Context: an optimization exercise on an open-source flow, tuned for small area and a short achievable clock period. The choices shown serve that exercise and are no tape-out recipe.
The RTL was checked by simulation tests, not by an equivalence proof against the original design.
No activity file was given, so power comes from the tool's default toggle rates.

== the previous run ==
==> flow/design.v <==
module mem_responder #(
  parameter int DEPTH   = 64,
  parameter int LATENCY = 2
) (
  input  logic        clk,
  input  logic        reset,
  input  logic        req_valid,
  output logic        req_ready,
  input  logic        req_we,
  input  logic [31:0] req_addr,
  input  logic [31:0] req_wdata,
  output logic        resp_valid,
  input  logic        resp_ready,
  output logic [31:0] resp_rdata,
  output logic        resp_err
);
  localparam int AW = $clog2(DEPTH);
  logic          busy_q, wait_q, resp_q, wr_q;
  logic          we_q, err_q;
  logic [DEPTH-1:0] sel_q;
  logic [31:0]   wdata_q, rdata_q;
  logic [31:0]   mem [DEPTH];
  logic          idle, err_in;
  logic [DEPTH-1:0] sel_in, sel;
  logic [31:0]   rd;
  logic          no_rd;
  assign idle       = !busy_q;
  assign req_ready  = !busy_q & reset;
  assign resp_valid = resp_q;
  assign resp_rdata = rdata_q;
  assign resp_err   = err_q;
  assign no_rd  = we_q | err_q;   
  assign err_in = (req_addr[1:0] != 2'b00) || (req_addr[31:AW+2] != '0);
  always_comb begin
    for (int i = 0; i < DEPTH; i++) sel_in[i] = (req_addr[AW+1:2] == AW'(i));
  end
  always_ff @(posedge clk or negedge reset) begin
    if (!reset) begin
      busy_q <= 1'b0;
      wait_q <= 1'b0;
      resp_q <= 1'b0;
      wr_q   <= 1'b0;
    end else begin
      busy_q <= busy_q ? !(resp_q & resp_ready) : req_valid;
      wait_q <= !busy_q & req_valid;
      resp_q <= wait_q | (resp_q & !resp_ready);
      wr_q   <= !busy_q & req_valid & req_we & !err_in;
    end
  end
  always_ff @(posedge clk) begin
    if (idle) err_q <= err_in;
  end
  always_ff @(posedge clk) begin
    we_q    <= req_we;
    sel_q   <= sel_in;
    wdata_q <= req_wdata;
  end
  assign sel = sel_q;
  for (genvar b = 0; b < 32; b++) begin : g_bit
    logic [DEPTH-1:0] col;
    logic [7:0]       p;
    logic [3:0]       q;
    for (genvar i = 0; i < DEPTH; i++) begin : g_col
      assign col[i] = mem[i][b];
    end
    for (genvar k = 0; k < 8; k++) begin : g_g
      mem_responder_or8 u_grp (.d(col[8*k+:8]), .s(sel[8*k+:8]), .y(p[k]));
    end
    for (genvar k = 0; k < 4; k++) begin : g_n
      mem_responder_nor2 u_nor (.a(p[2*k+:2]), .y(q[k]));
    end
    mem_responder_aoi41 u_out (.a(q), .b(no_rd), .y(rd[b]));
  end
  always_ff @(posedge clk) begin
    if (wait_q) rdata_q <= rd;
  end
  always_ff @(posedge clk) begin
    for (int i = 0; i < DEPTH; i++)
      if (wr_q & sel[i]) mem[i] <= wdata_q;
  end
endmodule
module mem_responder_or8 (
  input  logic [7:0] d,
  input  logic [7:0] s,
  output logic       y
);
  assign y = |(d & s);
endmodule
module mem_responder_aoi41 (
  input  logic [3:0] a,
  input  logic       b,
  output logic       y
);
  assign y = !((&a) | b);
endmodule
module mem_responder_nor2 (
  input  logic [1:0] a,
  output logic       y
);
  assign y = !(|a);
endmodule
export LEC_CHECK = 0
export CAP_MARGIN = 20
export CORE_MARGIN = 2
export CORE_UTILIZATION = 60
export CTS_CLUSTER_DIAMETER = 80
export CTS_CLUSTER_SIZE = 24
export PLACE_DENSITY = 0.7
export SETUP_SLACK_MARGIN = 2.6
export SLEW_MARGIN = 20
export SYNTH_HIERARCHICAL = 1
create_clock -name core_clock -period 5.0 [get_ports {clk}]
standard.sh (not shown) runs the stock make flow with config.mk's settings and CLKGATE_MAP_FILE= SYNTH_SCRIPT=/design/flow/synth_recipe.tcl, a recipe that flattens the netlist after the stock synthesis.
==> flow/flow/run.sh <==
#!/bin/bash
# The standard layout (standard.sh, unchanged synthesis and steps) with two
# resizer settings changed: the port buffers are plain buf_2 cells instead of
# the delay cells buffer_ports picks by default, and gate sizing may change a
# cell's footprint (MATCH_CELL_FOOTPRINT=0). make's output goes to
# flow_make.log; each ORFS step keeps its own log under orfs/logs.
set -euo pipefail
export BUFFER_PORTS_ARGS="-buffer_cell sky130_fd_sc_hd__buf_2"
if ! bash standard.sh MATCH_CELL_FOOTPRINT=0 finish > flow_make.log 2>&1; then
  tail -50 flow_make.log
  exit 1
fi
tail -20 flow_make.log
The previous run | status: complete | timing, DRC, antenna: pass
Changes in the current run relative to the previous run:
-- flow/design.v --
<<< the previous run, line 49
  end
  always_ff @(posedge clk) begin
    if (idle) err_q <= err_in;
  end
  always_ff @(posedge clk) begin
    we_q    <= req_we;
    sel_q   <= sel_in;
    wdata_q <= req_wdata;
  end
  assign sel = sel_q;
>>> the current run, line 49
  end
  always_ff @(posedge clk) begin
    if (idle) begin
      we_q  <= req_we;
      err_q <= err_in;
      sel_q <= sel_in;
    end
  end
  assign sel = sel_q;
<<< the previous run, line 73
  end
  always_ff @(posedge clk) begin
    if (wait_q) rdata_q <= rd;
  end
>>> the current run, line 72
  end
  always_ff @(posedge clk) begin
    if (idle)   wdata_q <= req_wdata;
    if (wait_q) rdata_q <= rd;
  end
Findings:
- Register-to-register slack in the current run is 120 ps lower than in the previous run
- The total of cells resized after clock tree synthesis reported for the current run is greater than that of the previous run by 38.
- Summary of the comparison: detailed-router iteration count before antenna repair is higher in the current run, relative to the previous run.
- Diff the previous run -> the current run | number of distinct library cells after synthesis | decrease of 1
- Compared the current run against the previous run; count of sequential standard cells within noise.
- Area: the current run vs the previous run -> the current run larger
- [diff] power, the current run relative to the previous run: regression
- Number of well taps ended up 12 higher on the current run than on the previous run.
- For the fmax, the current run came in about 1% higher than the previous run did.

========
RTL: the design.v shown in full above, as it stands there.
Settings: LEC_CHECK=0, CAP_MARGIN=20, CORE_MARGIN=2, CORE_UTILIZATION=60, CTS_CLUSTER_DIAMETER=80, CTS_CLUSTER_SIZE=24, PLACE_DENSITY=0.7, SETUP_SLACK_MARGIN=2.6, SLEW_MARGIN=20, SYNTH_HIERARCHICAL=1; clock period 5.0 ns.
==> flow/flow/run.sh <==
#!/bin/bash
# The standard layout (standard.sh, unchanged synthesis and steps) with a
# few resizer/placement settings changed:
#  - the port buffers are plain buf_2 cells instead of the delay cells that
#    buffer_ports picks by default;
#  - gate sizing may change a cell's footprint (MATCH_CELL_FOOTPRINT=0);
#  - after the placement-stage repair_design, each output port's buffer is
#    moved next to the cell driving it (flow/outbuf.tcl), so the buffer drives
#    the long wire to the pin; detailed placement then legalizes it.
# make's output goes to flow_make.log; each ORFS step keeps its own log under
# orfs/logs.
set -euo pipefail
here=$(pwd)
export BUFFER_PORTS_ARGS="-buffer_cell sky130_fd_sc_hd__buf_2"
export POST_RESIZE_TCL="$here/flow/outbuf.tcl"
if ! bash standard.sh MATCH_CELL_FOOTPRINT=0 finish > flow_make.log 2>&1; then
  tail -50 flow_make.log
  exit 1
fi
tail -20 flow_make.log
==> flow/flow/outbuf.tcl <==
# Move each output port's buffer next to the cell that drives it, so the
# buffer (which timing repair can upsize) drives the long wire to the pin
# instead of the weak driving cell. Detailed placement legalizes afterwards.
set block [ord::get_db_block]
set moved 0
foreach bterm [$block getBTerms] {
  if {[$bterm getIoType] != "OUTPUT"} { continue }
  set net [$bterm getNet]
  if {$net == "NULL"} { continue }
  foreach iterm [$net getITerms] {
    if {![$iterm isOutputSignal]} { continue }
    set buf [$iterm getInst]
    foreach it2 [$buf getITerms] {
      if {![$it2 isInputSignal]} { continue }
      set n2 [$it2 getNet]
      if {$n2 == "NULL"} { continue }
      foreach it3 [$n2 getITerms] {
        if {![$it3 isOutputSignal]} { continue }
        set loc [[$it3 getInst] getLocation]
        $buf setLocation [lindex $loc 0] [lindex $loc 1]
        incr moved
      }
    }
  }
}
puts "outbuf: moved $moved output buffers next to their drivers"
Change:
--- a/flow/design.v
+++ b/flow/design.v
@@ -22,15 +22,15 @@
   logic [31:0]   mem [DEPTH];
   logic          idle, err_in;
   logic [DEPTH-1:0] sel_in, sel;
   logic [31:0]   rd;
-  logic          no_rd;
+  logic          rd_ok;
   assign idle       = !busy_q;
   assign req_ready  = !busy_q & reset;
   assign resp_valid = resp_q;
   assign resp_rdata = rdata_q;
   assign resp_err   = err_q;
-  assign no_rd  = we_q | err_q;   
+  assign rd_ok  = !(we_q | err_q);   
   assign err_in = (req_addr[1:0] != 2'b00) || (req_addr[31:AW+2] != '0);
   always_comb begin
     for (int i = 0; i < DEPTH; i++) sel_in[i] = (req_addr[AW+1:2] == AW'(i));
   end
@@ -66,11 +66,11 @@
     for (genvar k = 0; k < 8; k++) begin : g_g
       mem_responder_or8 u_grp (.d(col[8*k+:8]), .s(sel[8*k+:8]), .y(p[k]));
     end
     for (genvar k = 0; k < 4; k++) begin : g_n
-      mem_responder_nor2 u_nor (.a(p[2*k+:2]), .y(q[k]));
+      mem_responder_or2 u_or (.a(p[2*k+:2]), .y(q[k]));
     end
-    mem_responder_aoi41 u_out (.a(q), .b(no_rd), .y(rd[b]));
+    mem_responder_oa41 u_out (.a(q), .b(rd_ok), .y(rd[b]));
   end
   always_ff @(posedge clk) begin
     if (wait_q) rdata_q <= rd;
   end
@@ -85,17 +85,17 @@
   output logic       y
 );
   assign y = |(d & s);
 endmodule
-module mem_responder_aoi41 (
+module mem_responder_oa41 (
   input  logic [3:0] a,
   input  logic       b,
   output logic       y
 );
-  assign y = !((&a) | b);
+  assign y = (|a) & b;
 endmodule
-module mem_responder_nor2 (
+module mem_responder_or2 (
   input  logic [1:0] a,
   output logic       y
 );
-  assign y = !(|a);
+  assign y = |a;
 endmodule
Worst setup slack improved by 0.10 ns.
Clock power climbs slightly.
Clock-buffer cell count does not change.
Via count climbs slightly.
Design area barely changes.
Combinational power climbs slightly.
First-iteration DRC count drops by a few percent.
Flip-flop and latch count does not change.
Critical path depth drops by 1.
Die area barely changes.
Routed wire length climbs slightly.

========
job 105:
mem_responder, a different RTL version from the one above (not shown whole).
For scale: ~3,800 cells after synthesis, roughly 2,200 flip-flops, roughly 100 I/O pins, roughly 0.076 mm² of cells after synthesis.
==> module mem_responder, before the edit <==
module mem_responder #(
  parameter int DEPTH   = 64,
  parameter int LATENCY = 2
) (
  input  logic        clk,
  input  logic        reset,
  input  logic        req_valid,
  output logic        req_ready,
  input  logic        req_we,
  input  logic [31:0] req_addr,
  input  logic [31:0] req_wdata,
  output logic        resp_valid,
  input  logic        resp_ready,
  output logic [31:0] resp_rdata,
  output logic        resp_err
);
  localparam int AW = $clog2(DEPTH);
  logic          busy_q, wait_q, resp_q, wr_q;
  logic          we_q, err_q;
  logic [DEPTH-1:0] sel_q;
  logic [31:0]   data_q;
  logic [31:0]   mem [DEPTH];
  logic          idle, err_in;
  logic [DEPTH-1:0] sel_in, sel;
  logic [31:0]   rd;
  assign idle       = !busy_q;
  assign req_ready  = !busy_q & reset;
  assign resp_valid = resp_q;
  assign resp_rdata = data_q;
  assign resp_err   = err_q;
  assign err_in = (req_addr[1:0] != 2'b00) || (req_addr[31:AW+2] != '0);
  always_comb begin
    for (int i = 0; i < DEPTH; i++) sel_in[i] = (req_addr[AW+1:2] == AW'(i));
  end
  always_ff @(posedge clk or negedge reset) begin
    if (!reset) begin
      busy_q <= 1'b0;
      wait_q <= 1'b0;
      resp_q <= 1'b0;
      wr_q   <= 1'b0;
    end else begin
      busy_q <= busy_q ? !(resp_q & resp_ready) : req_valid;
      wait_q <= !busy_q & req_valid;
      resp_q <= wait_q | (resp_q & !resp_ready);
      wr_q   <= !busy_q & req_valid & req_we & !err_in;
    end
  end
  always_ff @(posedge clk) begin
    if (idle) begin
      we_q  <= req_we;
      err_q <= err_in;
      sel_q <= sel_in;
    end
  end
  assign sel = sel_q;
  for (genvar b = 0; b < 32; b++) begin : g_bit
    logic [DEPTH-1:0] col;
    logic [7:0]       p;
    logic [3:0]       q;
    for (genvar i = 0; i < DEPTH; i++) begin : g_col
      assign col[i] = mem[i][b];
    end
    for (genvar k = 0; k < 8; k++) begin : g_g
      mem_responder_or8 u_grp (.d(col[8*k+:8]), .s(sel[8*k+:8]), .y(p[k]));
    end
    for (genvar k = 0; k < 4; k++) begin : g_n
      mem_responder_nor2 u_nor (.a(p[2*k+:2]), .y(q[k]));
    end
    mem_responder_nand4 u_out (.a(q), .y(rd[b]));
  end
  always_ff @(posedge clk) begin
    if (idle)        data_q <= req_wdata;
    else if (wait_q) data_q <= (we_q | err_q) ? 32'h0 : rd;
  end
  always_ff @(posedge clk) begin
    for (int i = 0; i < DEPTH; i++)
      if (wr_q & sel[i]) mem[i] <= data_q;
  end
endmodule
==> module mem_responder_nand4, before the edit <==
module mem_responder_nand4 (
  input  logic [3:0] a,
  output logic       y
);
  assign y = !(&a);
endmodule
export LEC_CHECK = 0
export CAP_MARGIN = 20
export CORE_MARGIN = 2
export CORE_UTILIZATION = 70
export CTS_CLUSTER_DIAMETER = 80
export CTS_CLUSTER_SIZE = 24
export PLACE_DENSITY = 0.8
export SETUP_SLACK_MARGIN = 2.6
export SLEW_MARGIN = 20
export SYNTH_HIERARCHICAL = 1
create_clock -name core_clock -period 5.0 [get_ports {clk}]
==> flow/flow/run.sh <==
#!/bin/bash
# The standard layout (standard.sh, unchanged synthesis and steps) with two
# resizer settings changed: the port buffers are plain buf_2 cells instead of
# the delay cells buffer_ports picks by default, and gate sizing may change a
# cell's footprint (MATCH_CELL_FOOTPRINT=0). make's output goes to
# flow_make.log; each ORFS step keeps its own log under orfs/logs.
set -euo pipefail
export BUFFER_PORTS_ARGS="-buffer_cell sky130_fd_sc_hd__buf_2"
if ! bash standard.sh MATCH_CELL_FOOTPRINT=0 finish > flow_make.log 2>&1; then
  tail -50 flow_make.log
  exit 1
fi
tail -20 flow_make.log
Edits applied to the flow inputs when going from job 105 to job 103:
==> flow/design.v, changed modules only <==
module mem_responder #(
  parameter int DEPTH   = 64,
  parameter int LATENCY = 2
) (
  input  logic        clk,
  input  logic        reset,
  input  logic        req_valid,
  output logic        req_ready,
  input  logic        req_we,
  input  logic [31:0] req_addr,
  input  logic [31:0] req_wdata,
  output logic        resp_valid,
  input  logic        resp_ready,
  output logic [31:0] resp_rdata,
  output logic        resp_err
);
  localparam int AW = $clog2(DEPTH);
  logic          busy_q, wait_q, resp_q, wr_q;
  logic          we_q, err_q;
  logic [DEPTH-1:0] sel_q;
  logic [31:0]   wdata_q, rdata_q;
  logic [31:0]   mem [DEPTH];
  logic          idle, err_in;
  logic [DEPTH-1:0] sel_in, sel;
  logic [31:0]   rd;
  logic          no_rd;
  assign idle       = !busy_q;
  assign req_ready  = !busy_q & reset;
  assign resp_valid = resp_q;
  assign resp_rdata = rdata_q;
  assign resp_err   = err_q;
  assign no_rd  = we_q | err_q;   
  assign err_in = (req_addr[1:0] != 2'b00) || (req_addr[31:AW+2] != '0);
  always_comb begin
    for (int i = 0; i < DEPTH; i++) sel_in[i] = (req_addr[AW+1:2] == AW'(i));
  end
  always_ff @(posedge clk or negedge reset) begin
    if (!reset) begin
      busy_q <= 1'b0;
      wait_q <= 1'b0;
      resp_q <= 1'b0;
      wr_q   <= 1'b0;
    end else begin
      busy_q <= busy_q ? !(resp_q & resp_ready) : req_valid;
      wait_q <= !busy_q & req_valid;
      resp_q <= wait_q | (resp_q & !resp_ready);
      wr_q   <= !busy_q & req_valid & req_we & !err_in;
    end
  end
  always_ff @(posedge clk) begin
    if (idle) begin
      we_q  <= req_we;
      err_q <= err_in;
      sel_q <= sel_in;
    end
  end
  assign sel = sel_q;
  for (genvar b = 0; b < 32; b++) begin : g_bit
    logic [DEPTH-1:0] col;
    logic [7:0]       p;
    logic [3:0]       q;
    for (genvar i = 0; i < DEPTH; i++) begin : g_col
      assign col[i] = mem[i][b];
    end
    for (genvar k = 0; k < 8; k++) begin : g_g
      mem_responder_or8 u_grp (.d(col[8*k+:8]), .s(sel[8*k+:8]), .y(p[k]));
    end
    for (genvar k = 0; k < 4; k++) begin : g_n
      mem_responder_nor2 u_nor (.a(p[2*k+:2]), .y(q[k]));
    end
    mem_responder_aoi41 u_out (.a(q), .b(no_rd), .y(rd[b]));
  end
  always_ff @(posedge clk) begin
    if (idle)   wdata_q <= req_wdata;
    if (wait_q) rdata_q <= rd;
  end
  always_ff @(posedge clk) begin
    for (int i = 0; i < DEPTH; i++)
      if (wr_q & sel[i]) mem[i] <= wdata_q;
  end
endmodule
module mem_responder_aoi41 (
  input  logic [3:0] a,
  input  logic       b,
  output logic       y
);
  assign y = !((&a) | b);
endmodule
// module mem_responder_nand4 removed
Job 103 vs job 105 — routed length on met2 dropped by a few percent. Job 103 vs job 105 — number of buffers inserted during clock tree synthesis rose 1. Power went down by a few percent going from job 105 to job 103. [compare] base=job 105 new=job 103: period utilization lost 0.45 points, area of all placed cells without fillers fell 810 µm², number of vias per cell now smaller, least setup slack across all paths after layout grew by 0.022 ns.

afterwards: timing with drivers on the ports:
How much do the figures lean on ideal ports? The routed layouts below were timed once more, with nothing changed but the port constraints.
Step 1: set_driving_cell puts a clkbuf_16 on clk and a buf_2 on each other input, an assumption about the parent block.
Step 2, shift: input delay + t, output delay - t, t = (earliest + latest rising clock arrival at the registers) / 2. This alone moves slack from input paths to output paths.
Three values: ideal ports, drivers, drivers and shift; two values: the first two.
run	t, ns	setup WS [ns]	hold slack, ns	worst setup path at the end
the previous run	0.827	2.322 / 2.241 / 2.474	0.042 / -0.014 / 0.506	input to register
the current run	0.811	2.350 / 2.268 / 2.337	0.036 / -0.004 / 0.523	input to register
the first run of note 2	0.814	2.508 / 2.508 / 2.508	0.040 / -0.008 / 0.514	register to register
the second run of note 2	0.800	2.611 / 2.536 / 2.508	0.048 / -0.005 / 0.508	input to register
job 105	0.782	2.350 / 2.283 / 2.190	0.040 / 0.035 / 0.481	input to register
job 103	0.788	2.372 / 2.294 / 1.847	0.052 / 0.016 / 0.505	input to register
After both steps setup and hold are still met in every run listed. The setup slack of job 103, which loses most, moves by -0.078 ns with the drivers and by -0.525 ns with both steps.
